Context: an optimization exercise on an open-source flow, tuned for a short achievable clock period and few clock cycles. The choices shown serve that exercise and are no tape-out recipe. Only simulation tests tie the RTL to the original design; equivalence was not proved. In every run shown here, the design's own scripts or RTL, not TritonCTS, make the clock network. The clock port is modelled as an ideal driver, which makes a skipped or thinned clock tree look cheaper than it is; a real chip needs a root buffer or a tree. Power figures rest on the tool's default switching activity, not on a simulated workload.

File: config.mk
export PLATFORM = sky130hd
export DESIGN_NAME = ahbApbSystem
export DESIGN_NICKNAME = ahbApbSystem
export VERILOG_FILES = /design/flow/design.v
export SDC_FILE = /design/flow/constraint.sdc
export NUM_CORES = 4
export LEC_CHECK = 0
export CAP_MARGIN = 20
export CORE_MARGIN = 2
export CORE_UTILIZATION = 70
export SETUP_SLACK_MARGIN = 1.95
export SLEW_MARGIN = 20
File: constraint.sdc
create_clock -name core_clock -period 3.5 [get_ports {c}]
set_input_delay 0.7000 -clock core_clock [delete_from_list [all_inputs] [get_ports {c}]]
set_output_delay 0.7000 -clock core_clock [all_outputs]
set_load 0.01 [all_outputs]
File: design.v
module apbBridgeFsm (
  input  logic c,
  input  logic HRESET,
  input  logic HSEL,
  input  logic HREADYIN,
  input  logic htrans1,
  output logic accept,      
  output logic setup,       
  output logic penable,     
  output logic HREADYOUT
);
  assign accept = HSEL && HREADYIN && htrans1 && !setup;
  always_ff @(posedge c)
  begin
    if (!HRESET)
    begin
      setup     <= 1'b0;
      penable   <= 1'b0;
      HREADYOUT <= 1'b1;
    end
    else
    begin
      setup     <= accept;
      penable   <= setup;
      HREADYOUT <= !accept;
    end
  end
endmodule
module apbSlaveDecode (
  input  logic                  c,
  input  logic                  HRESET,
  input  logic [32-1:0]    haddr,
  input  logic [32-1:0]    holdAddr,   
  input  logic                  accept,
  input  logic                  setup,
  output logic [16-1:0] psel
);
  logic [16-1:0] pselDec;
  logic [16-1:0] pselHold;
  assign pselDec  = 16'(1) << haddr[31:28];
  assign pselHold = 16'(1) << holdAddr[31:28];
  always_ff @(posedge c)
  begin
    if (!HRESET)
      psel <= '0;
    else if (setup)
      psel <= pselHold;
    else
      psel <= accept ? pselDec : '0;
  end
endmodule
module apbTargetRegister (
  input  logic               c,
  input  logic               HRESET,
  input  logic               wrEn,     
  input  logic [32-1:0] pwdata,
  output logic [32-1:0] prdata
);
  logic [32-1:0] content;
  always_ff @(posedge c)
  begin
    if (!HRESET)
      content <= '0;
    else if (wrEn)
      content <= pwdata;
  end
  assign prdata = content;
endmodule
module apbTargetRam (
  input  logic                 c,
  input  logic [32-1:0] wrEn,    
  input  logic [32-1:0] rdSel,   
  input  logic [32-1:0] rdSelHi,  
  input  logic [32-1:0]    pwdata,
  output logic [32-1:0]    prdata   
);
  logic [32-1:0] mem [0:32-1];
  always_ff @(posedge c)
  begin
    for (int i = 0; i < 32; i++)
      if (wrEn[i])
        mem[i] <= pwdata;
  end
  always_comb
  begin
    prdata = '0;
    for (int i = 0; i < 32; i++)
      prdata = prdata | (mem[i] & {{(32/2){rdSelHi[i]}}, {(32/2){rdSel[i]}}});
  end
endmodule
module ahbApbBridge (
  input  logic                  c,
  input  logic                  HRESET,
  input  logic [32-1:0]    HADDR,
  input  logic [1:0]            HTRANS,
  input  logic                  HWRITE,
  input  logic                  HSEL,
  input  logic [32-1:0]    HWDATA,
  input  logic                  HREADYIN,
  input  logic [32-1:0]    regRdata,
  input  logic [32-1:0]    ramRdata,
  output logic                  regWrEn,
  output logic [32-1:0] ramWrEn,
  output logic [32-1:0] ramRdSel,     
  output logic [32-1:0] ramRdSelHi,   
  output logic [32-1:0]    HRDATA,
  output logic                  HREADYOUT,
  output logic [16-1:0] PSEL,
  output logic [32-1:0]    PADDR,
  output logic                  PWRITE,
  output logic                  PENABLE,
  output logic [32-1:0]    PWDATA
);
  localparam int IDX_W = $clog2(32);
  logic                  accept;
  logic                  setup;
  logic                  regSel;
  logic                  regWrite;
  logic                  ramWrite;
  logic [IDX_W-1:0]      hidx;
  logic [3:0]            hregion;
  logic [32-1:0]    addrHold;
  logic                  writeHold;
  apbBridgeFsm fsm (
    .c,
    .HRESET,
    .HSEL,
    .HREADYIN,
    .htrans1   (HTRANS[1]),
    .accept,
    .setup,
    .penable   (PENABLE),
    .HREADYOUT
  );
  apbSlaveDecode decode (
    .c,
    .HRESET,
    .haddr     (HADDR),
    .holdAddr  (addrHold),
    .accept,
    .setup,
    .psel      (PSEL)
  );
  assign hregion = HADDR[31:28];
  assign hidx    = HADDR[23 +: IDX_W];
  always_ff @(posedge c)
  begin
    if (accept)
    begin
      addrHold  <= HADDR;
      writeHold <= HWRITE;
    end
  end
  always_ff @(posedge c)
  begin
    PADDR  <= setup ? addrHold  : HADDR;
    PWRITE <= setup ? writeHold : HWRITE;
  end
  always_ff @(posedge c)
  begin
    regSel   <= (hregion == 4'(0));
    regWrite <= (hregion == 4'(0)) && HWRITE;
    ramWrite <= (hregion == 4'(1)) && HWRITE;
    for (int i = 0; i < 32; i++)
    begin
      ramRdSel[i]   <= (hregion == 4'(1)) && (hidx == IDX_W'(i));
      ramRdSelHi[i] <= (hregion == 4'(1)) && (hidx == IDX_W'(i)) && !HWRITE;
    end
  end
  always_ff @(posedge c)
  begin
    regWrEn <= HRESET && setup && regWrite;
    for (int i = 0; i < 32; i++)
      ramWrEn[i] <= HRESET && setup && ramWrite && ramRdSel[i];
  end
  always_ff @(posedge c)
  begin
    HRDATA <= ramRdata | (regRdata & {32{regSel}});
  end
  assign PWDATA = HWDATA;
endmodule
module ahbApbSystem (
  input  logic                  c,
  input  logic                  HRESET,
  input  logic [32-1:0]    HADDR,
  input  logic [1:0]            HTRANS,
  input  logic                  HWRITE,
  input  logic                  HSEL,
  input  logic [32-1:0]    HWDATA,
  input  logic                  HREADYIN,
  output logic [32-1:0]    HRDATA,
  output logic                  HREADYOUT,
  output logic [16-1:0] PSEL,
  output logic [32-1:0]    PADDR,
  output logic                  PWRITE,
  output logic                  PENABLE,
  output logic [32-1:0]    PWDATA
);
  logic [32-1:0]    regRdata;
  logic [32-1:0]    ramRdata;
  logic                  regWrEn;
  logic [32-1:0] ramWrEn;
  logic [32-1:0] ramRdSel;
  logic [32-1:0] ramRdSelHi;
  ahbApbBridge bridge (
    .c,
    .HRESET,
    .HADDR,
    .HTRANS,
    .HWRITE,
    .HSEL,
    .HWDATA,
    .HREADYIN,
    .regRdata,
    .ramRdata,
    .regWrEn,
    .ramWrEn,
    .ramRdSel,
    .ramRdSelHi,
    .HRDATA,
    .HREADYOUT,
    .PSEL,
    .PADDR,
    .PWRITE,
    .PENABLE,
    .PWDATA
  );
  apbTargetRegister regTarget (
    .c,
    .HRESET,
    .wrEn    (regWrEn),
    .pwdata  (PWDATA),
    .prdata  (regRdata)
  );
  apbTargetRam ramTarget (
    .c,
    .wrEn    (ramWrEn),
    .rdSel   (ramRdSel),
    .rdSelHi (ramRdSelHi),
    .pwdata  (PWDATA),
    .prdata  (ramRdata)
  );
endmodule
File: flow/run.sh
#!/bin/bash
# Layout flow: the standard ORFS flow (standard.sh) with these changes:
#  - the clock tree is built by flow/clocktree.tcl (hooked in before CTS) instead of TritonCTS:
#    the clock port drives four buffers beside it, each of which drives leaf
#    buffers placed at the centres of compact flip-flop clusters (two buffers to every
#    flip-flop, so the tree is balanced and shallow);
#  - a second setup repair runs after CTS (flow/postcts.tcl);
#  - the port buffers are buf_4 cells instead of the smallest buffer;
#  - the resizer may swap a cell for any cell of the same function (MATCH_CELL_FOOTPRINT=0).
# Each step's full log is in orfs/logs/; make's own output goes to flow_make.log.
set -euo pipefail
here="$(pwd)"
export PRE_CTS_TCL="$here/flow/clocktree.tcl"
export POST_CTS_TCL="$here/flow/postcts.tcl"
export BUFFER_PORTS_ARGS="-buffer_cell sky130_fd_sc_hd__buf_4"
export CT_LEAF_MAX="${CT_LEAF_MAX:-26}"
# buf_12 for both levels: a little less delay than clkbuf_16 at these loads, and four buf_12
# inputs load the clock port about as much as four clkbuf_16 inputs
export CT_MID_CELL=sky130_fd_sc_hd__buf_12
export CT_LEAF_CELL=sky130_fd_sc_hd__buf_12
bash standard.sh MATCH_CELL_FOOTPRINT=0 finish > "$here/flow_make.log" 2>&1
File: flow/clocktree.tcl

set ::ct_leaf_max   [expr {[info exists ::env(CT_LEAF_MAX)] ? $::env(CT_LEAF_MAX) : 32}]
set ::ct_mids       [expr {[info exists ::env(CT_MIDS)] ? $::env(CT_MIDS) : 4}]
set ::ct_leaf_cell  [expr {[info exists ::env(CT_LEAF_CELL)] ? $::env(CT_LEAF_CELL) : "sky130_fd_sc_hd__clkbuf_16"}]
set ::ct_mid_cell   [expr {[info exists ::env(CT_MID_CELL)] ? $::env(CT_MID_CELL) : "sky130_fd_sc_hd__clkbuf_16"}]

proc ct_split_n {items n} {
  # split items into n groups of near-equal size by recursive median cuts across the wider
  # side of their bounding box
  if {$n <= 1} { return [list $items] }
  set xs [lmap i $items {lindex $i 0}]
  set ys [lmap i $items {lindex $i 1}]
  set dx [expr {[tcl::mathfunc::max {*}$xs] - [tcl::mathfunc::min {*}$xs]}]
  set dy [expr {[tcl::mathfunc::max {*}$ys] - [tcl::mathfunc::min {*}$ys]}]
  set k [expr {$dx >= $dy ? 0 : 1}]
  set sorted [lsort -integer -index $k $items]
  set n1 [expr {$n / 2}]
  set h [expr {([llength $sorted] * $n1 + $n / 2) / $n}]
  return [concat [ct_split_n [lrange $sorted 0 [expr {$h - 1}]] $n1] \
                 [ct_split_n [lrange $sorted $h end] [expr {$n - $n1}]]]
}

proc ct_centre {items} {
  set sx 0; set sy 0
  foreach i $items { set sx [expr {$sx + [lindex $i 0]}]; set sy [expr {$sy + [lindex $i 1]}] }
  set n [llength $items]
  return [list [expr {$sx / $n}] [expr {$sy / $n}]]
}

proc ct_place {inst x y} {
  set block [ord::get_db_block]
  set master [$inst getMaster]
  set core [$block getCoreArea]
  set w [$master getWidth]; set h [$master getHeight]
  set x [expr {max([$core xMin], min([$core xMax] - $w, $x - $w / 2))}]
  set y [expr {max([$core yMin], min([$core yMax] - $h, $y - $h / 2))}]
  $inst setLocation $x $y
  $inst setPlacementStatus PLACED
}

proc ct_build {} {
  global ct_leaf_max ct_mids ct_leaf_cell ct_mid_cell
  set db [ord::get_db]
  set block [ord::get_db_block]
  set clk [$block findNet c]
  set port [$block findBTerm c]
  set pbox [$port getBBox]
  set px [expr {([$pbox xMin] + [$pbox xMax]) / 2}]
  set py [expr {([$pbox yMin] + [$pbox yMax]) / 2}]
  set leafm [$db findMaster $ct_leaf_cell]
  set midm  [$db findMaster $ct_mid_cell]

  set sinks {}
  foreach it [$clk getITerms] {
    set b [[$it getInst] getBBox]
    lappend sinks [list [expr {([$b xMin] + [$b xMax]) / 2}] [expr {([$b yMin] + [$b yMax]) / 2}] $it]
  }
  puts "clock tree: [llength $sinks] sinks, port at $px $py"

  set nleaves [expr {([llength $sinks] + $ct_leaf_max - 1) / $ct_leaf_max}]
  set clusters [ct_split_n $sinks $nleaves]
  set leaves {}
  set li 0
  foreach cl $clusters {
    lassign [ct_centre $cl] cx cy
    set inst [odb::dbInst_create $block $leafm "ctleaf_$li"]
    set net [odb::dbNet_create $block "ctnet_leaf_$li"]
    $net setSigType CLOCK
    foreach s $cl {
      set it [lindex $s 2]
      $it disconnect
      $it connect $net
    }
    [$inst findITerm X] connect $net
    ct_place $inst $cx $cy
    lappend leaves [list $cx $cy $inst]
    incr li
  }
  puts "clock tree: $li leaf buffers"

  if {![info exists ::env(CT_NO_SECTORS)]} {
    # group the leaves by their direction from the port, so each mid buffer's net fans out
    # over a sector from near the port to the far edge and the nets are alike in length
    set angled {}
    foreach l $leaves {
      lappend angled [list [expr {atan2([lindex $l 1] - $py, [lindex $l 0] - $px)}] $l]
    }
    set angled [lsort -real -index 0 $angled]
    set groups {}
    set n [llength $angled]
    for {set g 0} {$g < $ct_mids} {incr g} {
      set a [expr {$n * $g / $ct_mids}]
      set b [expr {$n * ($g + 1) / $ct_mids - 1}]
      lappend groups [lmap x [lrange $angled $a $b] {lindex $x 1}]
    }
  } else {
    set groups [ct_split_n $leaves $ct_mids]
  }
  set mi 0
  foreach g $groups {
    lassign [ct_centre $g] gx gy
    set inst [odb::dbInst_create $block $midm "ctmid_$mi"]
    set net [odb::dbNet_create $block "ctnet_mid_$mi"]
    $net setSigType CLOCK
    foreach l $g {
      [[lindex $l 2] findITerm A] connect $net
    }
    [$inst findITerm X] connect $net
    [$inst findITerm A] connect $clk
    # beside the port, nudged toward its group
    set dx [expr {$gx - $px}]; set dy [expr {$gy - $py}]
    set d [expr {max(1.0, sqrt($dx * $dx + $dy * $dy))}]
    set off [expr {[info exists ::env(CT_MID_OFF)] ? $::env(CT_MID_OFF) : 12000}]
    set off [expr {min($off, $d)}]
    ct_place $inst [expr {int($px + $dx / $d * $off)}] [expr {int($py + $dy / $d * $off)}]
    puts "clock tree: mid $mi drives [llength $g] leaves"
    incr mi
  }
  $clk setSigType CLOCK
}

ct_build
set_propagated_clock [all_clocks]
# The tree is built; TritonCTS is not run
proc clock_tree_synthesis {args} { puts "clock_tree_synthesis skipped: tree built by clocktree.tcl" }
File: flow/postcts.tcl
# A second setup repair after CTS: the first pass stops with most endpoints still short of
# the setup margin, and a second pass from its result gains more.
log_cmd repair_timing -setup -setup_margin $::env(SETUP_SLACK_MARGIN) -repair_tns 100 -verbose
detailed_placement
check_placement -verbose
File: standard.sh
#!/bin/bash
# synth_recipe.tcl (not shown) runs the flow's synth.tcl, then flattens the netlist and writes it again
# the make line also repeats each setting of config.mk as NAME=value (left out here)
make -C /OpenROAD-flow-scripts/flow DESIGN_CONFIG=/design/flow/config.mk WORK_HOME=/design/flow/orfs CLKGATE_MAP_FILE= SYNTH_SCRIPT=/design/flow/synth_recipe.tcl "${@:-finish}"
==> reports/metrics.cfg, run 1 <==
[placed_design]
place.gp.congestion=0.838
dp_cells=3370
dpl.hpwl_um=67500
pre_cts_slack_ns=1.03
port_buffers=184

[pwr]
intPower_mw=19.1
pwr_density_cell_mw_per_mm2=470
finalPower_mw=23.8
power_frac_clock=0.278
seq_power_share=0.690
switching_share=0.196
ir_drop_mv=1.17
power_leakage_nw=16.3
switching_power_mw=4.65
combinationalPowerShare=0.032

[cts]
clk_transition_reported_paths_ns=0.10
clk_latency_ns=0.44

[grt]
antenna_found_initial=0
grt_pass1_wl_um=182000
grt_pass1_vias=25100
grtUsageTotal=0.406
grt_max_degree=33
grt-ovfl-total=0

[critical_path]
crit_path_top_delay_cell=buf_8
crit_family=buffers and inverters
ff2ff_setup_slack_ns=1.89
worst_r2r_path_depth=5
cp-start-kind=input pin
cp_cell_sequence=buf_16 -> buf_8
worstPathRequired_ns=2.80
path_max_fanout=2
worstSetupEndpointType=primary output
r2r_start=bridge.ramRdSel[30]$_DFF_P_
crit_buf_inv=2
slowest_delay_ns=0.12
worstPathArrival_ns=0.93
critPathKind=input pin to primary output
worstReg2RegEnd=bridge.HRDATA[9]$_DFF_P_

[timing]
timing_hold_violations_final=0
min_period_ns=1.63
skew_ns=0.0290
drv_slew=0
final-setup-viol-count=0
worst_slew_pin_slew_ns=0.761
rsz0062_at_grt=true
max_freq_mhz=612
fin_crit_sh=0.467
fin_hold_ws_ns=0.438
final.setup.worst_slack_ns=1.87
fin_setup_tns_ns=0
max-slew-margin-rel=0.493

[floorplan]
rows=91
core_area_mm2=0.0618
fp.dieW_um=254
top_level_ports=186
fp.dieH_um=254
dieArea_mm2=0.0647
start_util=0.710

[detailed_routing]
routed_wl_um=132000
vias_per_cell=7.46
route.detailed.drc=0
routedWlPerCell_um=37.3
final_antenna_net_count=0
vias=26300
first_iter_violations=5215
firstDrtPassIters=9

[synth]
yosysSeqAreaShare=0.821
yosys_warnings=6
avgSynthCellArea_um2=17.9
postSynthCellCount=2448
ys_seq_elements=1273
synth-main-ff-cell=edfxtp_1
ys_types=42
async_flop_share=0
synth_area_mm2=0.0439
syn_nets=2519
synth-edff-count=1057

[cells_and_area]
fillers=3037
antenna_cells=0
instances_no_fill=3526
areaGrowthSynthToFinish_pct=15.1
fin_nets=2762
drive_above_1_share=0.257

[min_path]
holdCritStartpoint=HADDR[6]
whs_endpoint=bridge.addrHold[6]$_DFFE_PP_
hp-class=input pin to register
worstHoldPathCells=1

[run]
max_cap_viol_count=0

[status]
status=complete, no violations

## placed cells by master, fill, tap and decap left out, types with 42 or more instances in the layout
master and count:
edfxtp_1 1057, a22oi_1 446, buf_6 154, buf_4 140, nand4_1 98, dfxtp_2 91
dfxtp_1 74, buf_12 57, dfxtp_4 51, nor2_1 48, nand2_1 46, nand3_1 42
and2_1 42
## per-stage QoR
step / instance area (um2) / utilization
detailed placement: 46200 / 0.747
global route: 50500 / 0.817
finish: 50500 / 0.817
floorplan: 43900 / -
global placement: 46200 / 0.747
## sequential cells by signal, indices dropped and copies added, names as in the netlist, 16 cells and up
| name | count |
|---|---|
| bridge.addrHold | 32 |
| regTarget.content | 32 |
| bridge.PADDR | 32 |
| ramTarget.mem | 1024 |
| bridge.ramWrEn | 32 |
| bridge.HRDATA | 32 |
| bridge.decode.psel | 16 |
| bridge.ramRdSelHi | 32 |
| bridge.ramRdSel | 32 |
## Yosys cell counts (all sizes together) (6+ instances only)
cell / number / area, um2
nand2: 47 / 179
nand3: 43 / 228
nor3: 6 / 30.0
edfxtp: 1057 / 31700
buf: 45 / 347
mux2: 32 / 360
a22oi: 480 / 3600
mux2i: 32 / 320
a222oi: 32 / 320
clkbuf: 143 / 537
nor2b: 37 / 239
nor2: 69 / 347
dfxtp: 216 / 4320
o22ai: 9 / 56.3
nor4: 33 / 206
and2: 42 / 263
nand4: 98 / 613
## cell families after synthesis
family,Yosys count,synth area share
buffers and inverters,190,0.0203
multiplexers,64,0.0155
flip-flops,1273,0.821
AO/OA/AOI/OAI,529,0.0919
AND/OR/NAND/NOR,392,0.0510
## final cells by class
cell class | count | area, um2 | area share
multi-input cells | 989 | 7340 | 0.145
repair buffers | 372 | 4710 | 0.0932
flip-flops and latches | 1273 | 36400 | 0.720
inverters | 2 | 7.51 | 0.000149
plain buffers | 53 | 1060 | 0.0210
well taps | 837 | 1050 | 0.0207
## how the worst max path moves through the flow
stage | startpoint | endpoint | slack [ns] | cells after the start
floorplan | HREADYIN | bridge.decode.psel[4]$_SDFF_PN0_ | 1.71 | 5
global placement | HREADYIN | bridge.decode.psel[4]$_SDFF_PN0_ | 1.07 | 5
detailed placement | bridge.fsm.setup$_SDFF_PN0_ | bridge.decode.psel[9]$_SDFF_PN0_ | 1.03 | 4
global route | bridge.ramRdSel[2]$_DFF_P_ | bridge.HRDATA[9]$_DFF_P_ | 1.83 | 5
finish | HWDATA[21] | PWDATA[21] | 1.87 | 2
## power groups by stage
stage	clock network (mW)	registers [mW]	logic, mW
final	6.61	16.4	0.763
after detailed placement	0	16.8	0.467
after global placement	0	16.8	0.447
after global routing	6.97	16.4	0.796
after floorplan	0	16.8	0.138
## layer usage
metal,wire [um],track usage
met1,43300,0.561
met2,60700,0.640
met3,20100,0.0849
met4,7570,0.177
met5,0,0
Testbench counts, summed over its fixed seeds: cycles 12,808.
==> run 2, diff against run 1 <==
--- a/flow/run.sh
+++ b/flow/run.sh
@@ -6,2 +6,3 @@
 #    flip-flop, so the tree is balanced and shallow);
+#  - each HWDATA pin is placed next to its PWDATA pin (flow/iopairs.tcl);
 #  - a second setup repair runs after CTS (flow/postcts.tcl);
@@ -12,2 +13,3 @@
 here="$(pwd)"
+export PRE_IO_PLACEMENT_TCL="$here/flow/iopairs.tcl"
 export PRE_CTS_TCL="$here/flow/clocktree.tcl"
==> flow/iopairs.tcl (new file) <==
# Each write data input sits next to its APB write data output: the two are joined by a
# buffer pair only, and that path has the least time of all (input and output delays both).
for {set i 0} {$i < 32} {incr i} {
  set_io_pin_constraint -group -order -pin_names [list "HWDATA\[$i\]" "PWDATA\[$i\]"]
}
==> run 2 against run 1 <==
Compared with the run above:
- register-to-register slack worse by 0.03 ns
- clock power up 0.6%
- sequential power about the same
- hold slack worse by 0.0080 ns
- setup slack worse by 0.014 ns
- synthesized area unchanged
- via count up 0.12%
- fmax down 0.88%
==> reports/metrics.cfg, run 2 <==
[critical_path]
crit_family=flip-flops
cp-start-kind=register
r2r_start=bridge.ramRdSel[0]$_DFF_P_
worst_r2r_path_depth=5
crit_buf_inv=1
worst-path-stages=1
worstPathRequired_ns=2.80
cp_cell_sequence=buf_6
worstReg2RegEnd=bridge.HRDATA[9]$_DFF_P_
path_max_fanout=1
slowest_delay_ns=0.39
ff2ff_setup_slack_ns=1.86
critPathKind=register to primary output
worstSetupEndpointType=primary output
crit_path_top_delay_cell=dfxtp_2
worstPathArrival_ns=0.95

[placed_design]
place_area_mm2=0.0462
port_buffers=184
dpl.hpwl_um=66400
place.gp.congestion=0.849
dp_cells=3370

[timing]
worst_slew_pin_slew_ns=0.939
min_period_ns=1.65
drv_slew=0
timing_hold_violations_final=0
max-slew-margin-rel=0.374
fin_setup_tns_ns=0
final-setup-viol-count=0
skew_ns=0.0364
rsz0062_at_grt=true
max_freq_mhz=607
fin_crit_sh=0.471

[detailed_routing]
route.detailed.drc=0
firstDrtPassIters=7
vias_per_cell=7.44
first_iter_violations=5411
routed_wl_um=132000
routedWlPerCell_um=37.3
final_antenna_net_count=0
vias=26300

[synth]
yosysMostFrequentCell=edfxtp_1
yosysSeqAreaShare=0.821
synth-edff-count=1057
postSynthCellCount=2448
yosys.area.top_type=edfxtp_1
syn_nets=2519
synth_common_cells=edfxtp_1, a22oi_1, dfxtp_1, clkbuf_1, nand4_1
synth-main-ff-cell=edfxtp_1
async_flop_share=0
ys_types=42
synth_top_area_share=0.723
synthTopCellsByArea=edfxtp_1, dfxtp_1, a22oi_1
yosys_warnings=6
ys_seq_elements=1273
synth_area_mm2=0.0439
avgSynthCellArea_um2=17.9

[cells_and_area]
fin_util=0.823
largest_reg_flops=1024
fin_nets=2776
fillers=2980
final_cell_mix=edfxtp_1, a22oi_1, buf_4, buf_6, nand4_1
layout_commonest_cell=edfxtp_1
drive_above_1_share=0.269
top_register=ramTarget.mem
instances_no_fill=3541
areaGrowthSynthToFinish_pct=15.9
final_area_mm2=0.0509

[min_path]
whs_endpoint=bridge.addrHold[1]$_DFFE_PP_
hp-class=input pin to register
worstHoldPathCells=1
holdCritStartpoint=HADDR[1]

[floorplan]
fp.dieW_um=254
dieArea_mm2=0.0647
fp.dieH_um=254
start_util=0.710
rows=91
top_level_ports=186
core_area_mm2=0.0618

[pwr]
combinationalPowerShare=0.032
finalPower_mw=23.8
intPower_mw=19.1
seq_power_share=0.689
pwr_density_cell_mw_per_mm2=468
switching_power_mw=4.69
ir_drop_mv=1.95
power_leakage_nw=16.4
power_frac_clock=0.279
switching_share=0.197

[grt]
grt_max_degree=50
grt_pass1_vias=25300
antenna_found_initial=2
grt_pass1_wl_um=181000
grtUsageTotal=0.402
grt-ovfl-total=0

[cts]
clk_latency_ns=0.45
clk_transition_reported_paths_ns=0.10

[run]
max_cap_viol_count=0

[status]
status=complete, no violations

run 2: cell counts after synthesis:
Identical to the previous run, type by type.
run 2: worst max-delay path by stage:
stage	slack, ns	end	from
finish	1.85	HRDATA[31]	bridge.HRDATA[31]$_DFF_P_
global route	1.82	bridge.HRDATA[9]$_DFF_P_	bridge.ramRdSel[2]$_DFF_P_
detailed placement	1.07	bridge.decode.psel[9]$_SDFF_PN0_	bridge.fsm.setup$_SDFF_PN0_
global placement	1.10	bridge.decode.psel[4]$_SDFF_PN0_	HREADYIN
floorplan	1.71	bridge.decode.psel[4]$_SDFF_PN0_	HREADYIN
run 2: cells by family (layout without fill, tap and decap cells):
kind of cell	Yosys count	in the layout	share of synthesized area
compound gates	529	529	0.0919
other cells	0	1	0
mux	64	64	0.0155
buf+inv	190	441	0.0203
simple gates	392	396	0.0510
flops	1273	1273	0.821
run 2: routing by layer:
layer,global-route usage,part of all wire
met1,0.553,0.33
met2,0.633,0.47
met3,0.0827,0.15
met4,0.187,0.053
met5,0,0.00018
run 2: final cells by class:
class                           count  area [um2]  share of cell area
Antenna cell                        1        2.50           0.0000492
Sequential cell                  1273       36400               0.715
Multi-Input combinational cell    989        7440               0.146
Buffer                             53        1060              0.0209
Inverter                            2        7.51            0.000148
Timing Repair Buffer              386        4930              0.0969
Tap cell                          837        1050              0.0206
run 2: per-stage QoR:
step                setup WS [ns]  hold WS (ns)
finish                       1.85         0.430
global route                 1.82         0.430
floorplan                    1.71         0.431
detailed placement           1.07         0.440
global placement             1.10         0.439
run 2: power by group through the flow:
stage               Sequential (mW)  Combinational (mW)  Clock [mW]
floorplan                      16.8               0.138           0
global placement               16.8               0.442           0
detailed placement             16.8               0.461           0
global route                   16.4               0.789        6.99
finish                         16.4               0.758        6.65
==> run 3, diff against run 2 <==
--- a/flow/run.sh
+++ b/flow/run.sh
@@ -7,3 +7,3 @@
 #  - each HWDATA pin is placed next to its PWDATA pin (flow/iopairs.tcl);
-#  - a second setup repair runs after CTS (flow/postcts.tcl);
+#  - more setup repair passes run after CTS, with a rising margin (flow/postcts.tcl);
 #  - the port buffers are buf_4 cells instead of the smallest buffer;
==> flow/postcts.tcl (replaced) <==
# More setup repair after CTS. One pass at the full margin stops early, with most endpoints
# still short of it; passes with a rising margin (the full one last) repair the paths that
# are nearly critical first and end well above a single pass.
estimate_parasitics -placement
set m $::env(SETUP_SLACK_MARGIN)
foreach margin [list [expr {$m - 0.15}] [expr {$m - 0.08}] $m] {
  log_cmd repair_timing -setup -setup_margin $margin -repair_tns 100 -verbose
  estimate_parasitics -placement
}
detailed_placement
check_placement -verbose
==> run 3 against run 2 <==
Compared with the run above:
- sequential cell count did not move
- final area barely moved
- setup slack improved by 0.0053 ns
- sequential power barely moved
- cell count rose by 0.14%
- total power barely moved
- fmax rose by 0.33%
- sequential share of layout area barely moved
- register-to-register slack barely moved
- hold slack improved by 0.00072 ns
- highest routed layer unchanged
==> reports/metrics.cfg, run 3 <==
[synth]
async_flop_share=0
postSynthCellCount=2448
syn_nets=2519
synth_area_mm2=0.0439
avgSynthCellArea_um2=17.9
ys_seq_elements=1273
synth_common_cells=edfxtp_1, a22oi_1, dfxtp_1, clkbuf_1, nand4_1
synth-main-ff-cell=edfxtp_1
yosysSeqAreaShare=0.821
synth-edff-count=1057
ys_types=42
yosysMostFrequentCell=edfxtp_1
yosys.area.top_type=edfxtp_1
synthTopCellsByArea=edfxtp_1, dfxtp_1, a22oi_1
yosys_warnings=6
synth_top_area_share=0.723

[timing]
min_period_ns=1.64
drv_slew=0
worst_slew_pin_slew_ns=0.929
fin_hold_ws_ns=0.431
rsz0062_at_grt=true
fin_crit_sh=0.469
final-setup-viol-count=0
timing_hold_violations_final=0
fin_setup_tns_ns=0
skew_ns=0.0383
max_freq_mhz=609
max-slew-margin-rel=0.381

[grt]
antenna_found_initial=3
grtUsageTotal=0.403
grt-ovfl-total=0
grt_max_degree=50
met1_usage=0.554
top_usage_layer=met2
use_met2=0.632
grt_pass1_vias=25300
grt_pass1_wl_um=181000
met3_usage=0.0840

[critical_path]
cp-start-kind=register
worstSetupEndpointType=primary output
critPathKind=register to primary output
r2r_start=bridge.ramRdSel[31]$_DFF_P_
worstPathRequired_ns=2.80
crit_family=flip-flops
worst_r2r_path_depth=5
crit_buf_inv=1
path_max_fanout=1
cp_cell_sequence=buf_6
ff2ff_setup_slack_ns=1.86
slowest_delay_ns=0.38
worstPathArrival_ns=0.94
crit_path_top_delay_cell=dfxtp_2
worstReg2RegEnd=bridge.HRDATA[9]$_DFF_P_

[detailed_routing]
first_iter_violations=5067
routedWlPerCell_um=37.1
routed_wl_um=132000
route.detailed.drc=0
vias=26400
vias_per_cell=7.44
final_antenna_net_count=0
firstDrtPassIters=6

[floorplan]
rows=91
fp.dieH_um=254
dieArea_mm2=0.0647
start_util=0.710
fp.dieW_um=254
top_level_ports=186
core_area_mm2=0.0618

[placed_design]
port_buffers=184
dpl.hpwl_um=66400
place.gp.congestion=0.849

[min_path]
hp-class=input pin to register
worstHoldPathCells=1
holdCritStartpoint=HADDR[0]
whs_endpoint=bridge.addrHold[0]$_DFFE_PP_

[cells_and_area]
top_register=ramTarget.mem
fin_nets=2782
layout_commonest_cell=edfxtp_1
areaGrowthSynthToFinish_pct=15.9
fillers=2976
drive_above_1_share=0.267
final_cell_mix=edfxtp_1, a22oi_1, buf_4
largest_reg_flops=1024
antenna_cells=0

[pwr]
pwr_density_cell_mw_per_mm2=468
ir_drop_mv=1.94
power_leakage_nw=16.5

[run]
max_cap_viol_count=0

[cts]
clk_latency_ns=0.45
clk_transition_reported_paths_ns=0.10

[status]
status=complete, no violations

## run 3: kinds of logic after synthesis
family,count (synthesis),share of synthesized area
simple gates,392,0.0510
compound gates,529,0.0919
flops,1273,0.821
mux,64,0.0155
buf+inv,190,0.0203
## run 3: how the worst max path moves through the flow
stage | from | end | slack, ns | cells past startpoint
finish | bridge.HRDATA[31]$_DFF_P_ | HRDATA[31] | 1.86 | 1
global placement | HREADYIN | bridge.decode.psel[4]$_SDFF_PN0_ | 1.10 | 5
global route | bridge.regSel$_DFF_P_ | bridge.HRDATA[2]$_DFF_P_ | 1.81 | 7
floorplan | HREADYIN | bridge.decode.psel[4]$_SDFF_PN0_ | 1.71 | 5
detailed placement | bridge.fsm.setup$_SDFF_PN0_ | bridge.decode.psel[9]$_SDFF_PN0_ | 1.07 | 4
## run 3: layer usage
metal  share of wire  wire length [um]
met1            0.33             43900
met5         0.00019                25
met3            0.15             19300
met4           0.053              7040
met2            0.47             61300
## run 3: stage by stage
| stage | setup WS (ns) | utilization | instance area (um2) | power [mW] | instances |
|---|---|---|---|---|---|
| after global placement | 1.10 | 0.747 | 46200 | 17.2 | 3370 |
| after detailed placement | 1.07 | 0.747 | 46200 | 17.2 | 3370 |
| after floorplan | 1.71 | - | 43900 | 16.9 | 2448 |
| after global routing | 1.81 | 0.823 | 50900 | 24.2 | 3546 |
| final | 1.86 | 0.823 | 50900 | 23.8 | 3546 |
## run 3: report_power, final
part | leakage (nW) | switching [mW] | internal, mW
combinational | 4.65 | 0.363 | 0.397
sequential | 11.3 | 0.0287 | 16.4
clock | 0.498 | 4.30 | 2.35
## run 3: cell type report
class | instances | area, um2 | area share
Buffer | 53 | 1060 | 0.0208
Inverter | 2 | 7.51 | 0.000148
Multi-Input combinational cell | 989 | 7370 | 0.145
Sequential cell | 1273 | 36400 | 0.715
Tap cell | 837 | 1050 | 0.0206
Timing Repair Buffer | 392 | 5010 | 0.0985
==> run 4, diff against run 3 <==
--- a/flow/run.sh
+++ b/flow/run.sh
@@ -22,2 +22,7 @@
 export CT_LEAF_CELL=sky130_fd_sc_hd__buf_12
+# The read-select registers start the longest register-to-register paths (into the read data
+# register) and are loaded from ports with time to spare: their leaf buffers drive fewer
+# flip-flops, so their clock arrives a little earlier (useful skew).
+export CT_EARLY="bridge.ramRdSel* bridge.regSel*"
+export CT_EARLY_LEAF_MAX=12
 bash standard.sh MATCH_CELL_FOOTPRINT=0 finish > "$here/flow_make.log" 2>&1
--- a/flow/clocktree.tcl
+++ b/flow/clocktree.tcl
@@ -40,2 +40,27 @@
 
+proc ct_leaves {sinks maxn tag leafm} {
+  # cluster sinks into leaf buffers; returns a list of {x y inst}
+  set block [ord::get_db_block]
+  set nleaves [expr {([llength $sinks] + $maxn - 1) / $maxn}]
+  set leaves {}
+  set li 0
+  foreach cl [ct_split_n $sinks $nleaves] {
+    lassign [ct_centre $cl] cx cy
+    set inst [odb::dbInst_create $block $leafm "ctleaf_${tag}$li"]
+    set net [odb::dbNet_create $block "ctnet_leaf_${tag}$li"]
+    $net setSigType CLOCK
+    foreach s $cl {
+      set it [lindex $s 2]
+      $it disconnect
+      $it connect $net
+    }
+    [$inst findITerm X] connect $net
+    ct_place $inst $cx $cy
+    lappend leaves [list $cx $cy $inst]
+    incr li
+  }
+  puts "clock tree: $li leaf buffers$tag for [llength $sinks] sinks"
+  return $leaves
+}
+
 proc ct_build {} {
@@ -51,30 +76,21 @@
   set midm  [$db findMaster $ct_mid_cell]
+  set early_pats [expr {[info exists ::env(CT_EARLY)] ? $::env(CT_EARLY) : ""}]
+  set early_max [expr {[info exists ::env(CT_EARLY_LEAF_MAX)] ? $::env(CT_EARLY_LEAF_MAX) : 12}]
 
   set sinks {}
+  set early {}
   foreach it [$clk getITerms] {
-    set b [[$it getInst] getBBox]
-    lappend sinks [list [expr {([$b xMin] + [$b xMax]) / 2}] [expr {([$b yMin] + [$b yMax]) / 2}] $it]
+    set inst [$it getInst]
+    set b [$inst getBBox]
+    set s [list [expr {([$b xMin] + [$b xMax]) / 2}] [expr {([$b yMin] + [$b yMax]) / 2}] $it]
+    set is_early 0
+    foreach p $early_pats { if {[string match $p [$inst getName]]} { set is_early 1 } }
+    if {$is_early} { lappend early $s } else { lappend sinks $s }
   }
-  puts "clock tree: [llength $sinks] sinks, port at $px $py"
+  puts "clock tree: [llength $sinks] sinks, [llength $early] early sinks, port at $px $py"
 
-  set nleaves [expr {([llength $sinks] + $ct_leaf_max - 1) / $ct_leaf_max}]
-  set clusters [ct_split_n $sinks $nleaves]
-  set leaves {}
-  set li 0
-  foreach cl $clusters {
-    lassign [ct_centre $cl] cx cy
-    set inst [odb::dbInst_create $block $leafm "ctleaf_$li"]
-    set net [odb::dbNet_create $block "ctnet_leaf_$li"]
-    $net setSigType CLOCK
-    foreach s $cl {
-      set it [lindex $s 2]
-      $it disconnect
-      $it connect $net
-    }
-    [$inst findITerm X] connect $net
-    ct_place $inst $cx $cy
-    lappend leaves [list $cx $cy $inst]
-    incr li
+  set leaves [ct_leaves $sinks $ct_leaf_max "" $leafm]
+  if {[llength $early] > 0} {
+    set leaves [concat $leaves [ct_leaves $early $early_max "_e" $leafm]]
   }
-  puts "clock tree: $li leaf buffers"
 
==> run 4 against run 3 <==
Compared with the run above:
- still clean
- synthesized cell count unchanged
- final area shrank 0.90%
- setup slack got worse by 0.0057 ns
- global-route usage decreased by 0.13 points
- critical path depth unchanged
- register-to-register slack better by 0.06 ns
- sequential cell count unchanged
- sequential power barely moved
- via count decreased by 1.1%
- wire length shrank 1.2%
- synthesized area did not move
- largest power group unchanged
- highest routed layer is now met4
==> reports/metrics.cfg, run 4 <==
[cells_and_area]
fin_nets=2765
drive_above_1_share=0.247
largest_reg_flops=1024
fillers=3072
multi_input_area_mm2=0.00719
seq_area_mm2=0.0364
areaGrowthSynthToFinish_pct=14.9
top_register=ramTarget.mem
final_cell_mix=edfxtp_1, a22oi_1, buf_6
layout_commonest_cell=edfxtp_1

[synth]
synth-main-ff-cell=edfxtp_1
syn_nets=2519
synthTopCellsByArea=edfxtp_1, dfxtp_1, a22oi_1
avgSynthCellArea_um2=17.9
synth_area_mm2=0.0439
yosys_warnings=6
ys_seq_elements=1273
yosys.area.top_type=edfxtp_1
yosysSeqAreaShare=0.821
synth_common_cells=edfxtp_1, a22oi_1, dfxtp_1, clkbuf_1, nand4_1
synth-edff-count=1057
yosysMostFrequentCell=edfxtp_1
postSynthCellCount=2448
ys_types=42
async_flop_share=0
synth_top_area_share=0.723

[detailed_routing]
vias=26100
final_antenna_net_count=0
route.detailed.drc=0
first_iter_violations=5004
routed_wl_um=130000
routedWlPerCell_um=36.8
firstDrtPassIters=8
vias_per_cell=7.39

[critical_path]
cp-start-kind=register
slowest_delay_ns=0.38
cp_cell_sequence=buf_6
path_max_fanout=1
worstPathRequired_ns=2.80
worst_r2r_path_depth=5
worst-path-stages=1
crit_buf_inv=1
worstPathArrival_ns=0.95
crit_path_top_delay_cell=dfxtp_2
critPathKind=register to primary output
crit_family=flip-flops
worstSetupEndpointType=primary output

[timing]
final-setup-viol-count=0
fin_setup_tns_ns=0
rsz0062_at_grt=true
fin_hold_ws_ns=0.423
drv_slew=0
timing_hold_violations_final=0
fin_crit_sh=0.471
worst_slew_pin_slew_ns=0.875
max_freq_mhz=607
min_period_ns=1.65
max-slew-margin-rel=0.417
skew_ns=0.0671

[pwr]
seq_power_share=0.683
power_leakage_nw=16.3
intPower_mw=19.3
power_frac_clock=0.286
pwr_density_cell_mw_per_mm2=476
switching_power_mw=4.73
ir_drop_mv=2.13
combinationalPowerShare=0.031
switching_share=0.197

[grt]
grt_max_degree=50
grt_pass1_wl_um=180000
grt_pass1_vias=25300
grt-ovfl-total=0
antenna_found_initial=0
grtUsageTotal=0.402

[floorplan]
top_level_ports=186
core_area_mm2=0.0618
rows=91
fp.dieH_um=254
start_util=0.710
fp.dieW_um=254
dieArea_mm2=0.0647

[placed_design]
place.gp.congestion=0.849
port_buffers=184
dpl.hpwl_um=66400

[min_path]
hp-class=input pin to register
worstHoldPathCells=1

[cts]
clk_latency_ns=0.46
clk_transition_reported_paths_ns=0.10

[status]
status=complete, no violations

[run]
max_cap_viol_count=0

run 4: cell counts after synthesis:
Identical to the previous run, type by type.
run 4: layout make-up:
| type | count | share of cell area |
|---|---|---|
| inverters | 2 | 0.000149 |
| plain buffers | 57 | 0.0226 |
| flip-flops and latches | 1273 | 0.721 |
| diodes | 1 | 0.0000496 |
| repair buffers | 371 | 0.0928 |
| well taps | 837 | 0.0208 |
| multi-input cells | 989 | 0.143 |
run 4: cells by family (layout without fill, tap and decap cells):
kind of cell | Yosys count | in the layout | synth area share
buf+inv | 190 | 430 | 0.0203
mux | 64 | 64 | 0.0155
flops | 1273 | 1273 | 0.821
simple gates | 392 | 396 | 0.0510
compound gates | 529 | 529 | 0.0919
other cells | 0 | 1 | 0
run 4: path summary, 6_finish.rpt:
path,startpoint,to,slack [ns]
min,HADDR[7],bridge.addrHold[7]$_DFFE_PP_,0.42
max,bridge.HRDATA[31]$_DFF_P_,HRDATA[31],1.85
min reg2reg,ramTarget.mem[23][16]$_DFFE_PP_,bridge.HRDATA[16]$_DFF_P_,0.46
max reg2reg,bridge.ramRdSel[4]$_DFF_P_,bridge.HRDATA[6]$_DFF_P_,1.92
run 4: metrics by stage:
stage	util	worst slack, ns	instances	instance area (um2)	power [mW]
2_1_floorplan	-	1.71	2448	43900	16.9
3_3_place_gp	0.747	1.10	3370	46200	17.2
3_5_place_dp	0.747	1.07	3370	46200	17.2
5_1_grt	0.816	1.85	3529	50400	24.5
6_report	0.816	1.85	3530	50400	24.0
run 4: routing by layer:
| layer | track usage | wire length, um | part of all wire |
|---|---|---|---|
| met5 | 0 | 0 | 0 |
| met4 | 0.161 | 6470 | 0.050 |
| met3 | 0.0823 | 18300 | 0.14 |
| met2 | 0.640 | 61500 | 0.47 |
| met1 | 0.556 | 43800 | 0.34 |
run 4: power groups by stage:
stage	clock network (mW)	logic [mW]	registers, mW
2_1_floorplan	0	0.138	16.8
5_1_grt	7.27	0.788	16.4
3_3_place_gp	0	0.442	16.8
3_5_place_dp	0	0.461	16.8
6_report	6.87	0.756	16.4
==> run 5, diff against run 4 <==
--- a/flow/run.sh
+++ b/flow/run.sh
@@ -6,4 +6,3 @@
 #    flip-flop, so the tree is balanced and shallow);
-#  - each HWDATA pin is placed next to its PWDATA pin (flow/iopairs.tcl);
-#  - more setup repair passes run after CTS, with a rising margin (flow/postcts.tcl);
+#  - a second setup repair runs after CTS (flow/postcts.tcl);
 #  - the port buffers are buf_4 cells instead of the smallest buffer;
@@ -13,3 +12,2 @@
 here="$(pwd)"
-export PRE_IO_PLACEMENT_TCL="$here/flow/iopairs.tcl"
 export PRE_CTS_TCL="$here/flow/clocktree.tcl"
==> flow/postcts.tcl (replaced) <==
# A second setup repair after CTS: the first pass stops with most endpoints still short of
# the setup margin, and a second pass from its result gains more.
log_cmd repair_timing -setup -setup_margin $::env(SETUP_SLACK_MARGIN) -repair_tns 100 -verbose
detailed_placement
check_placement -verbose
removed: flow/iopairs.tcl
==> run 5 against run 4 <==
Compared with the run above:
- sequential cell count did not move
- setup slack better by 0.0053 ns
- cell count barely moved
- first-iteration DRC count up 8.9%
- largest power group unchanged
- synthesized cell count stayed put
- largest cell class unchanged
- register-to-register slack lost 0.06 ns
- sequential share of layout area rose by 0.072 points
- combinational power up 1%
- clock power down 0.6%
==> reports/metrics.cfg, run 5 <==
[synth]
synth_common_cells=edfxtp_1, a22oi_1, dfxtp_1, clkbuf_1, nand4_1
synth_top_area_share=0.723
ys_types=42
async_flop_share=0
postSynthCellCount=2448
yosysSeqAreaShare=0.821
synth-main-ff-cell=edfxtp_1
yosys.area.top_type=edfxtp_1
yosys_warnings=6
ys_seq_elements=1273
synth-edff-count=1057
synthTopCellsByArea=edfxtp_1, dfxtp_1, a22oi_1
synth_area_mm2=0.0439
avgSynthCellArea_um2=17.9
yosysMostFrequentCell=edfxtp_1
syn_nets=2519

[pwr]
pwr_density_cell_mw_per_mm2=477
power_frac_clock=0.285
combinationalPowerShare=0.032
switching_power_mw=4.71
intPower_mw=19.3
power_leakage_nw=16.3
seq_power_share=0.683
switching_share=0.196
ir_drop_mv=1.22

[placed_design]
port_buffers=184
dpl.hpwl_um=67500
place.gp.congestion=0.838
place_area_mm2=0.0462
pre_cts_slack_ns=1.03

[floorplan]
fp.dieH_um=254
rows=91
top_level_ports=186
core_area_mm2=0.0618
start_util=0.710
fp.dieW_um=254
dieArea_mm2=0.0647

[critical_path]
worst-path-stages=1
worst_r2r_path_depth=5
ff2ff_setup_slack_ns=1.86
cp-start-kind=register
cp_cell_sequence=buf_6
slowest_delay_ns=0.38
crit_path_top_delay_cell=dfxtp_2
path_max_fanout=1
worstPathArrival_ns=0.94
worstPathRequired_ns=2.80
crit_buf_inv=1
worstSetupEndpointType=primary output
crit_family=flip-flops
critPathKind=register to primary output

[cells_and_area]
top_register=ramTarget.mem
drive_above_1_share=0.252
seq_area_mm2=0.0363
fillers=3084
final_cell_mix=edfxtp_1, a22oi_1, buf_4
largest_reg_flops=1024
fin_nets=2763
antenna_cells=0
final_area_mm2=0.0504
layout_commonest_cell=edfxtp_1
multi_input_area_mm2=0.00727
areaGrowthSynthToFinish_pct=14.7

[timing]
final-setup-viol-count=0
max-slew-margin-rel=0.485
max_freq_mhz=609
rsz0062_at_grt=true
skew_ns=0.0532
fin_crit_sh=0.469
final.setup.worst_slack_ns=1.86
timing_hold_violations_final=0
worst_slew_pin_slew_ns=0.773
min_period_ns=1.64
drv_slew=0
fin_setup_tns_ns=0
fin_hold_ws_ns=0.415

[cts]
clk_transition_reported_paths_ns=0.10
clk_latency_ns=0.44

[grt]
grt_max_degree=33
antenna_found_initial=0
grt_pass1_vias=25400
grt_pass1_wl_um=182000
grtUsageTotal=0.407
grt-ovfl-total=0

[detailed_routing]
vias=26200
routedWlPerCell_um=37.3
route.detailed.drc=0
final_antenna_net_count=0
firstDrtPassIters=6
first_iter_violations=5447
vias_per_cell=7.43
routed_wl_um=131000

[min_path]
hp-class=input pin to register
worstHoldPathCells=1

[status]
status=complete, no violations

[run]
max_cap_viol_count=0

-- run 5: cell type report --
class | instances | share of cell area
Sequential cell | 1273 | 0.722
Multi-Input combinational cell | 989 | 0.144
Timing Repair Buffer | 369 | 0.0904
Buffer | 57 | 0.0227
Tap cell | 837 | 0.0208
Inverter | 2 | 0.000149
-- run 5: worst paths after layout --
path / start / endpoint
setup / recovery: bridge.HRDATA[31]$_DFF_P_ / HRDATA[31]
setup reg to reg: bridge.ramRdSel[0]$_DFF_P_ / bridge.HRDATA[9]$_DFF_P_
hold / removal: HADDR[2] / bridge.addrHold[2]$_DFFE_PP_
hold reg to reg: ramTarget.mem[30][14]$_DFFE_PP_ / bridge.HRDATA[14]$_DFF_P_
-- run 5: cells by family after synthesis --
| group | count (synthesis) | share of synthesized area |
|---|---|---|
| multiplexers | 64 | 0.0155 |
| flip-flops | 1273 | 0.821 |
| AND/OR/NAND/NOR | 392 | 0.0510 |
| AO/OA/AOI/OAI | 529 | 0.0919 |
| buffers and inverters | 190 | 0.0203 |
-- run 5: power by group through the flow --
stage                     clock (mW)  combinational (mW)  sequential (mW)
after floorplan                    0               0.138             16.8
after global placement             0               0.447             16.8
after detailed placement           0               0.467             16.8
after global routing            7.26               0.800             16.4
final                           6.83               0.767             16.4
-- run 5: through the flow --
stage	std cells	utilization	total power, mW
after detailed placement	3370	0.747	17.2
after global routing	3527	0.815	24.5
final	3527	0.815	24.0
after floorplan	2448	-	16.9
after global placement	3370	0.747	17.2
-- run 5: layer usage --
metal / vias up / GRT usage / part of all wire
met5: - / 0 / 0
met4: 0 / 0.178 / 0.053
met1: 13000 / 0.563 / 0.33
li1: 10300 / - / -
met2: 2511 / 0.638 / 0.47
met3: 435 / 0.0862 / 0.15
==> run 6, diff against run 5 <==
--- a/design.v
+++ b/design.v
@@ -118,2 +118,3 @@
   logic                  regWrite;
+  logic                  ramSel;
   logic                  ramWrite;
@@ -162,2 +163,3 @@
     regWrite <= (hregion == 4'(0)) && HWRITE;
+    ramSel   <= (hregion == 4'(1));
     ramWrite <= (hregion == 4'(1)) && HWRITE;
@@ -165,4 +167,4 @@
     begin
-      ramRdSel[i]   <= (hregion == 4'(1)) && (hidx == IDX_W'(i));
-      ramRdSelHi[i] <= (hregion == 4'(1)) && (hidx == IDX_W'(i)) && !HWRITE;
+      ramRdSel[i]   <= (hidx == IDX_W'(i));
+      ramRdSelHi[i] <= (hidx == IDX_W'(i)) && !HWRITE;
     end
@@ -177,3 +179,3 @@
   begin
-    HRDATA <= ramRdata | (regRdata & {32{regSel}});
+    HRDATA <= (ramRdata & {32{ramSel}}) | (regRdata & {32{regSel}});
   end
==> flow/run.sh (replaced) <==
#!/bin/bash
# Layout flow: the standard ORFS flow (standard.sh) with these changes:
#  - the clock tree is built by flow/clocktree.tcl (hooked in before CTS) instead of TritonCTS:
#    the clock port drives four clock buffers beside it, each of which drives leaf clock
#    buffers placed at the centres of compact flip-flop clusters (two buffers to every
#    flip-flop, so the tree is shallow), with one of the four branches kept for the
#    read-select registers, whose clock then arrives earlier (useful skew into the read data
#    register);
#  - a second setup repair runs after CTS (flow/postcts.tcl);
#  - the port buffers are buf_4 cells instead of the smallest buffer;
#  - the resizer may swap a cell for any cell of the same function (MATCH_CELL_FOOTPRINT=0).
# Each step's full log is in orfs/logs/; make's own output goes to flow_make.log.
set -euo pipefail
here="$(pwd)"
export PRE_CTS_TCL="$here/flow/clocktree.tcl"
export POST_CTS_TCL="$here/flow/postcts.tcl"
export BUFFER_PORTS_ARGS="-buffer_cell sky130_fd_sc_hd__buf_4"
export CT_LEAF_MAX="${CT_LEAF_MAX:-28}"
# The read-select registers start the paths into the read data register and are loaded from
# ports with time to spare: they get the early branch of the clock tree.
export CT_EARLY="bridge.ramRdSel* bridge.ramSel* bridge.regSel*"
bash standard.sh MATCH_CELL_FOOTPRINT=0 finish > "$here/flow_make.log" 2>&1
--- a/flow/clocktree.tcl
+++ b/flow/clocktree.tcl
@@ -61,4 +61,24 @@
   }
-  puts "clock tree: $li leaf buffers$tag for [llength $sinks] sinks"
+  puts "clock tree: $li leaf buffers ($tag) for [llength $sinks] sinks"
   return $leaves
+}
+
+proc ct_mid {g tag px py clk midm} {
+  set block [ord::get_db_block]
+  lassign [ct_centre $g] gx gy
+  set inst [odb::dbInst_create $block $midm "ctmid_$tag"]
+  set net [odb::dbNet_create $block "ctnet_mid_$tag"]
+  $net setSigType CLOCK
+  foreach l $g {
+    [[lindex $l 2] findITerm A] connect $net
+  }
+  [$inst findITerm X] connect $net
+  [$inst findITerm A] connect $clk
+  # beside the port, nudged toward its group
+  set dx [expr {$gx - $px}]; set dy [expr {$gy - $py}]
+  set d [expr {max(1.0, sqrt($dx * $dx + $dy * $dy))}]
+  set off [expr {[info exists ::env(CT_MID_OFF)] ? $::env(CT_MID_OFF) : 12000}]
+  set off [expr {min($off, $d)}]
+  ct_place $inst [expr {int($px + $dx / $d * $off)}] [expr {int($py + $dy / $d * $off)}]
+  puts "clock tree: mid $tag drives [llength $g] leaves"
 }
@@ -77,3 +97,3 @@
   set early_pats [expr {[info exists ::env(CT_EARLY)] ? $::env(CT_EARLY) : ""}]
-  set early_max [expr {[info exists ::env(CT_EARLY_LEAF_MAX)] ? $::env(CT_EARLY_LEAF_MAX) : 12}]
+  set early_max [expr {[info exists ::env(CT_EARLY_LEAF_MAX)] ? $::env(CT_EARLY_LEAF_MAX) : 24}]
 
@@ -91,43 +111,12 @@
 
+  set nmids $ct_mids
+  if {[llength $early] > 0} {
+    set eleaves [ct_leaves $early $early_max e $leafm]
+    ct_mid $eleaves e $px $py $clk $midm
+    incr nmids -1
+  }
   set leaves [ct_leaves $sinks $ct_leaf_max "" $leafm]
-  if {[llength $early] > 0} {
-    set leaves [concat $leaves [ct_leaves $early $early_max "_e" $leafm]]
-  }
-
-  if {![info exists ::env(CT_NO_SECTORS)]} {
-    # group the leaves by their direction from the port, so each mid buffer's net fans out
-    # over a sector from near the port to the far edge and the nets are alike in length
-    set angled {}
-    foreach l $leaves {
-      lappend angled [list [expr {atan2([lindex $l 1] - $py, [lindex $l 0] - $px)}] $l]
-    }
-    set angled [lsort -real -index 0 $angled]
-    set groups {}
-    set n [llength $angled]
-    for {set g 0} {$g < $ct_mids} {incr g} {
-      set a [expr {$n * $g / $ct_mids}]
-      set b [expr {$n * ($g + 1) / $ct_mids - 1}]
-      lappend groups [lmap x [lrange $angled $a $b] {lindex $x 1}]
-    }
-  } else {
-    set groups [ct_split_n $leaves $ct_mids]
-  }
   set mi 0
-  foreach g $groups {
-    lassign [ct_centre $g] gx gy
-    set inst [odb::dbInst_create $block $midm "ctmid_$mi"]
-    set net [odb::dbNet_create $block "ctnet_mid_$mi"]
-    $net setSigType CLOCK
-    foreach l $g {
-      [[lindex $l 2] findITerm A] connect $net
-    }
-    [$inst findITerm X] connect $net
-    [$inst findITerm A] connect $clk
-    # beside the port, nudged toward its group
-    set dx [expr {$gx - $px}]; set dy [expr {$gy - $py}]
-    set d [expr {max(1.0, sqrt($dx * $dx + $dy * $dy))}]
-    set off [expr {[info exists ::env(CT_MID_OFF)] ? $::env(CT_MID_OFF) : 12000}]
-    set off [expr {min($off, $d)}]
-    ct_place $inst [expr {int($px + $dx / $d * $off)}] [expr {int($py + $dy / $d * $off)}]
-    puts "clock tree: mid $mi drives [llength $g] leaves"
+  foreach g [ct_split_n $leaves $nmids] {
+    ct_mid $g $mi $px $py $clk $midm
     incr mi
--- a/config.mk
+++ b/config.mk
@@ -9,3 +9,3 @@
 export CORE_MARGIN = 2
-export CORE_UTILIZATION = 70
+export CORE_UTILIZATION = 40
 export SETUP_SLACK_MARGIN = 1.95
==> run 6 against run 5 <==
Compared with the run above:
- hold slack got worse by 0.089 ns
- first-iteration DRC count decreased by 37%
- highest routed layer unchanged
- global-route usage is 20 points lower
- final area increased by 1.4%
- sequential power barely moved
- clock power is 1% higher
- still clean on timing, DRC and antenna
- synthesized area up 1.5%
- total power is 1.7% higher
- synthesized cell count increased by 1.9%
- cell count increased by 18%
==> reports/metrics.cfg, run 6 <==
[status]
status=complete, no violations

[cells_and_area]
layout_commonest_cell=edfxtp_1
instances_no_fill=4146
top_register=ramTarget.mem
largest_reg_flops=1024
drive_above_1_share=0.237
areaGrowthSynthToFinish_pct=14.6
final_area_mm2=0.0511
fin_util=0.462
fillers=9272
final_cell_mix=edfxtp_1, a22oi_1, dfxtp_2
fin_nets=2730

[min_path]
worstHoldPathCells=1
whs_endpoint=bridge.addrHold[4]$_DFFE_PP_
holdCritStartpoint=HADDR[4]
hp-class=input pin to register

[grt]
grt_pass1_wl_um=169000
grtUsageTotal=0.206
antenna_found_initial=4
grt_max_degree=44
grt-ovfl-total=0
grt_pass1_vias=23500

[timing]
worst_slew_pin_slew_ns=0.962
rsz0062_at_grt=true
final.setup.worst_slack_ns=1.79
fin_hold_ws_ns=0.326
fin_crit_sh=0.488
final-setup-viol-count=0
drv_slew=0
max-slew-margin-rel=0.357
fin_setup_tns_ns=0
skew_ns=0.202
max_freq_mhz=585
timing_hold_violations_final=0
min_period_ns=1.71

[synth]
synth_common_cells=edfxtp_1, a22oi_1, dfxtp_1, nand4_1, nand2_1
yosys.area.top_type=edfxtp_1
ys_types=42
synthTopCellsByArea=edfxtp_1, dfxtp_1, a22oi_1
yosysMostFrequentCell=edfxtp_1
async_flop_share=0
ys_seq_elements=1274
synth_area_mm2=0.0446
yosys_warnings=6
synth_top_area_share=0.712
synth-edff-count=1057
syn_nets=2565
yosysSeqAreaShare=0.810
postSynthCellCount=2494
synth-main-ff-cell=edfxtp_1
avgSynthCellArea_um2=17.9

[critical_path]
worstPathArrival_ns=1.01
crit_buf_inv=1
worstReg2RegEnd=bridge.HRDATA[9]$_DFF_P_
crit_path_top_delay_cell=dfxtp_2
path_max_fanout=1
worst_r2r_path_depth=4
crit_family=flip-flops
cp_cell_sequence=buf_6
cp-start-kind=register
worstPathRequired_ns=2.80
r2r_start=ramTarget.mem[2][9]$_DFFE_PP_
slowest_delay_ns=0.35
ff2ff_setup_slack_ns=1.85
worstSetupEndpointType=primary output
critPathKind=register to primary output

[detailed_routing]
route.detailed.drc=0
routedWlPerCell_um=29.2
routed_wl_um=121000
vias_per_cell=5.77
first_iter_violations=3413
final_antenna_net_count=0
vias=23900
firstDrtPassIters=5

[floorplan]
start_util=0.403
top_level_ports=186
dieArea_mm2=0.114
rows=122
core_area_mm2=0.111
fp.dieW_um=338
fp.dieH_um=338

[run]
max_cap_viol_count=0

[cts]
clk_latency_ns=0.55
clk_transition_reported_paths_ns=0.11

[pwr]
combinationalPowerShare=0.041
power_frac_clock=0.283
power_leakage_nw=16.2
switching_share=0.203
seq_power_share=0.676
intPower_mw=19.5
finalPower_mw=24.4
switching_power_mw=4.95
ir_drop_mv=2.25
pwr_density_cell_mw_per_mm2=478

[placed_design]
place.gp.congestion=0.802
dp_cells=4021
pre_cts_slack_ns=1.25
place_area_mm2=0.0468
dpl.hpwl_um=67200
port_buffers=184

-- run 6: cell count changes in the layout (fill, tap and decap cells not counted), moves of 36 or more --
cell,delta
dfxtp_2,+56
dfxtp_4,-36
clkbuf_16,+52
buf_12,-53
buf_4,-52
nand2_1,+37
-- run 6: worst max-delay path by stage --
| stage | start | to | slack (ns) | cells after the start |
|---|---|---|---|---|
| after floorplan | HREADYIN | bridge.decode.psel[13]$_SDFF_PN0_ | 1.89 | 5 |
| after global placement | bridge.ramRdSelHi[31]$_DFF_P_ | bridge.HRDATA[20]$_DFF_P_ | 1.27 | 4 |
| after detailed placement | bridge.ramRdSelHi[7]$_DFF_P_ | bridge.HRDATA[20]$_DFF_P_ | 1.25 | 4 |
| after global routing | ramTarget.mem[8][9]$_DFFE_PP_ | bridge.HRDATA[9]$_DFF_P_ | 1.74 | 4 |
| final | bridge.HRDATA[31]$_DFF_P_ | HRDATA[31] | 1.79 | 1 |
-- run 6: kinds of logic after synthesis --
kind of cell | synth area share
AOI/OAI and AO/OA | 0.0965
muxes | 0.0148
buffers and inverters | 0.0320
and+or+nand+nor | 0.0468
DFF | 0.810
-- run 6: per-layer routing --
layer  wire (um)  GRT usage  share of wire
met5           0          0              0
met4        2870     0.0412          0.024
met3        9740     0.0237          0.080
met2       60300      0.357           0.50
met1       48200      0.280           0.40
-- run 6: layout make-up --
cell class,count,area (um2),share of cell area
diodes,1,2.50,0.0000490
flip-flops and latches,1274,36300,0.711
plain buffers,51,1280,0.0250
multi-input cells,1020,7540,0.148
repair buffers,306,4060,0.0795
well taps,1488,1860,0.0365
inverters,6,26.3,0.000515
-- run 6: power groups by stage --
stage	sequential (mW)	clock [mW]	combinational, mW
2_1_floorplan	16.8	0	0.274
3_3_place_gp	16.9	0	0.680
3_5_place_dp	16.9	0	0.703
5_1_grt	16.5	7.52	1.04
6_report	16.5	6.91	0.990
Testbench counts of run 6, summed over its fixed seeds: cycles 12,808.
==> run 7, diff against run 6 <==
--- a/config.mk
+++ b/config.mk
@@ -9,3 +9,3 @@
 export CORE_MARGIN = 2
-export CORE_UTILIZATION = 40
+export CORE_UTILIZATION = 70
 export SETUP_SLACK_MARGIN = 1.95
==> run 7 against run 6 <==
Compared with the run above:
- still clean
- sequential power is essentially flat
- setup slack gained 0.021 ns
- die area shrank 42%
- critical path depth is the same
- synthesized cell count is the same
- critical endpoint is now PADDR[22]
- largest cell class unchanged
==> reports/metrics.cfg, run 7 <==
[detailed_routing]
firstDrtPassIters=5
final_antenna_net_count=0
routedWlPerCell_um=32.8
vias_per_cell=6.99
route.detailed.drc=0
first_iter_violations=3358
routed_wl_um=114000
vias=24400

[grt]
grt_pass1_wl_um=162000
met1_usage=0.469
grt_pass1_vias=23500
met3_usage=0.0335
grtUsageTotal=0.343
top_usage_layer=met2
antenna_found_initial=0
use_met2=0.581
grt_max_degree=50
grt-ovfl-total=0

[floorplan]
dieArea_mm2=0.0657
fp.dieH_um=256
start_util=0.708
rows=92
fp.dieW_um=256
core_area_mm2=0.0630
top_level_ports=186

[synth]
synth-main-ff-cell=edfxtp_1
yosysSeqAreaShare=0.810
postSynthCellCount=2494
yosysMostFrequentCell=edfxtp_1
ys_seq_elements=1274
synth_top_area_share=0.712
synth_common_cells=edfxtp_1, a22oi_1, dfxtp_1, nand4_1, nand2_1
synth-edff-count=1057
synthTopCellsByArea=edfxtp_1, dfxtp_1, a22oi_1
async_flop_share=0
yosys_warnings=6
avgSynthCellArea_um2=17.9
ys_types=42
yosys.area.top_type=edfxtp_1
syn_nets=2565
synth_area_mm2=0.0446

[pwr]
combinationalPowerShare=0.040
finalPower_mw=24.3
switching_share=0.199
power_frac_clock=0.280
intPower_mw=19.5
seq_power_share=0.680
pwr_density_cell_mw_per_mm2=486
ir_drop_mv=1.97
switching_power_mw=4.85
power_leakage_nw=16.1

[cells_and_area]
fin_util=0.794
layout_commonest_cell=edfxtp_1
fin_nets=2712
multi_input_area_mm2=0.00747
fillers=3335
top_register=ramTarget.mem
final_cell_mix=edfxtp_1, a22oi_1, dfxtp_2
areaGrowthSynthToFinish_pct=12.2
seq_area_mm2=0.0363
drive_above_1_share=0.230
largest_reg_flops=1024

[critical_path]
slowest_delay_ns=0.34
crit_family=flip-flops
crit_buf_inv=1
r2r_start=ramTarget.mem[18][9]$_DFFE_PP_
cp_cell_sequence=buf_6
cp-start-kind=register
worstSetupEndpointType=primary output
worstReg2RegEnd=bridge.HRDATA[9]$_DFF_P_
worstPathRequired_ns=2.80
worstPathArrival_ns=0.99
crit_path_top_delay_cell=dfxtp_2
ff2ff_setup_slack_ns=1.86
worst_r2r_path_depth=4
critPathKind=register to primary output
path_max_fanout=1

[timing]
fin_crit_sh=0.482
fin_setup_tns_ns=0
final-setup-viol-count=0
skew_ns=0.185
max-slew-margin-rel=0.274
worst_slew_pin_slew_ns=1.09
max_freq_mhz=593
rsz0062_at_grt=true
timing_hold_violations_final=0
drv_slew=0
min_period_ns=1.69

[status]
status=complete, no violations

[placed_design]
dpl.hpwl_um=61500
port_buffers=184
place.gp.congestion=0.827

[run]
max_cap_viol_count=0

[min_path]
whs_endpoint=bridge.addrHold[22]$_DFFE_PP_
hp-class=input pin to register
worstHoldPathCells=1
holdCritStartpoint=HADDR[22]

[cts]
clk_latency_ns=0.53
clk_transition_reported_paths_ns=0.10

## run 7: how the worst max path moves through the flow
stage / from / depth (start not counted) / to / slack (ns)
2_1_floorplan: HREADYIN / 5 / bridge.decode.psel[13]$_SDFF_PN0_ / 1.89
3_3_place_gp: bridge.ramRdSel[2]$_DFF_P_ / 4 / bridge.HRDATA[14]$_DFF_P_ / 1.25
3_5_place_dp: bridge.ramRdSel[2]$_DFF_P_ / 4 / bridge.HRDATA[14]$_DFF_P_ / 1.22
5_1_grt: bridge.decode.psel[2]$_SDFF_PN0_ / 1 / PSEL[2] / 1.79
6_report: bridge.PADDR[22]$_DFF_P_ / 1 / PADDR[22] / 1.81
## run 7: power by group through the flow
| stage | registers [mW] | clock network, mW | logic [mW] |
|---|---|---|---|
| 3_3_place_gp | 16.9 | 0 | 0.644 |
| 3_5_place_dp | 16.9 | 0 | 0.665 |
| 5_1_grt | 16.5 | 7.29 | 1.00 |
| 6_report | 16.5 | 6.82 | 0.972 |
| 2_1_floorplan | 16.8 | 0 | 0.274 |
## run 7: area by class of cell
class | instances | area share
flip-flops and latches | 1274 | 0.727
multi-input cells | 1020 | 0.149
repair buffers | 288 | 0.0766
plain buffers | 51 | 0.0255
well taps | 846 | 0.0212
inverters | 6 | 0.000526
diodes | 1 | 0.0000501
## run 7: layer usage
metal	wire length, um	vias to the layer above
met3	10300	205
met1	41200	12400
li1	-	10200
met5	0	-
met2	57800	1492
met4	5130	0
## run 7: cells by family after synthesis
kind of cell	share of synthesized area
DFF	0.810
and+or+nand+nor	0.0468
buffers and inverters	0.0320
AOI/OAI and AO/OA	0.0965
muxes	0.0148
## run 7: metrics by stage
stage | worst slack (ns) | cells | instance area (um2) | hold WS, ns
floorplan | 1.89 | 2494 | 44600 | 0.422
global placement | 1.25 | 3365 | 45900 | 0.431
detailed placement | 1.22 | 3365 | 45900 | 0.432
global route | 1.79 | 3485 | 50000 | 0.346
finish | 1.81 | 3486 | 50000 | 0.352

## static timing again, ports no longer ideal
No port has a modelled driver above. Below, the same layouts with a new extraction and two added sets of constraints. Step 1 sets driving cells, clkbuf_16 on the clock port and buf_2 on the other inputs (assumed; they add their load-dependent delay and slew). Step 2 adds t to the input delays and takes it off the output delays; t is the mean of the earliest and latest rising clock arrival at the registers after step 1. Input paths then give back, and output paths get back, about the clock's delay inside the block. a / b / c = ideal / step 1 / step 2; a / b = the first two.
run | t, ns | setup WS [ns] | worst slew at a driven data input, ns | pins driven straight from the clock port
run 1 | 0.486 | 1.867 / 1.709 / 1.556 | 0.23 | 4
run 2 | 0.496 | 1.852 / 1.726 / 1.416 | 0.21 | 4
run 3 | 0.495 | 1.858 / 1.725 / 1.542 | 0.21 | 4
run 4 | 0.492 | 1.852 / 1.733 / 1.522 | 0.21 | 4
run 5 | 0.488 | 1.857 / 1.715 / 1.567 | 0.22 | 4
run 6 | 0.503 | 1.792 / 1.623 / 1.513 | 0.34 | 4
run 7 | 0.488 | 1.813 / 1.652 / 1.522 | 0.28 | 4
After both steps setup and hold are still met in every run listed. For run 2, which loses most, drivers alone change the setup slack by -0.126 ns; drivers and shift together by -0.436 ns.
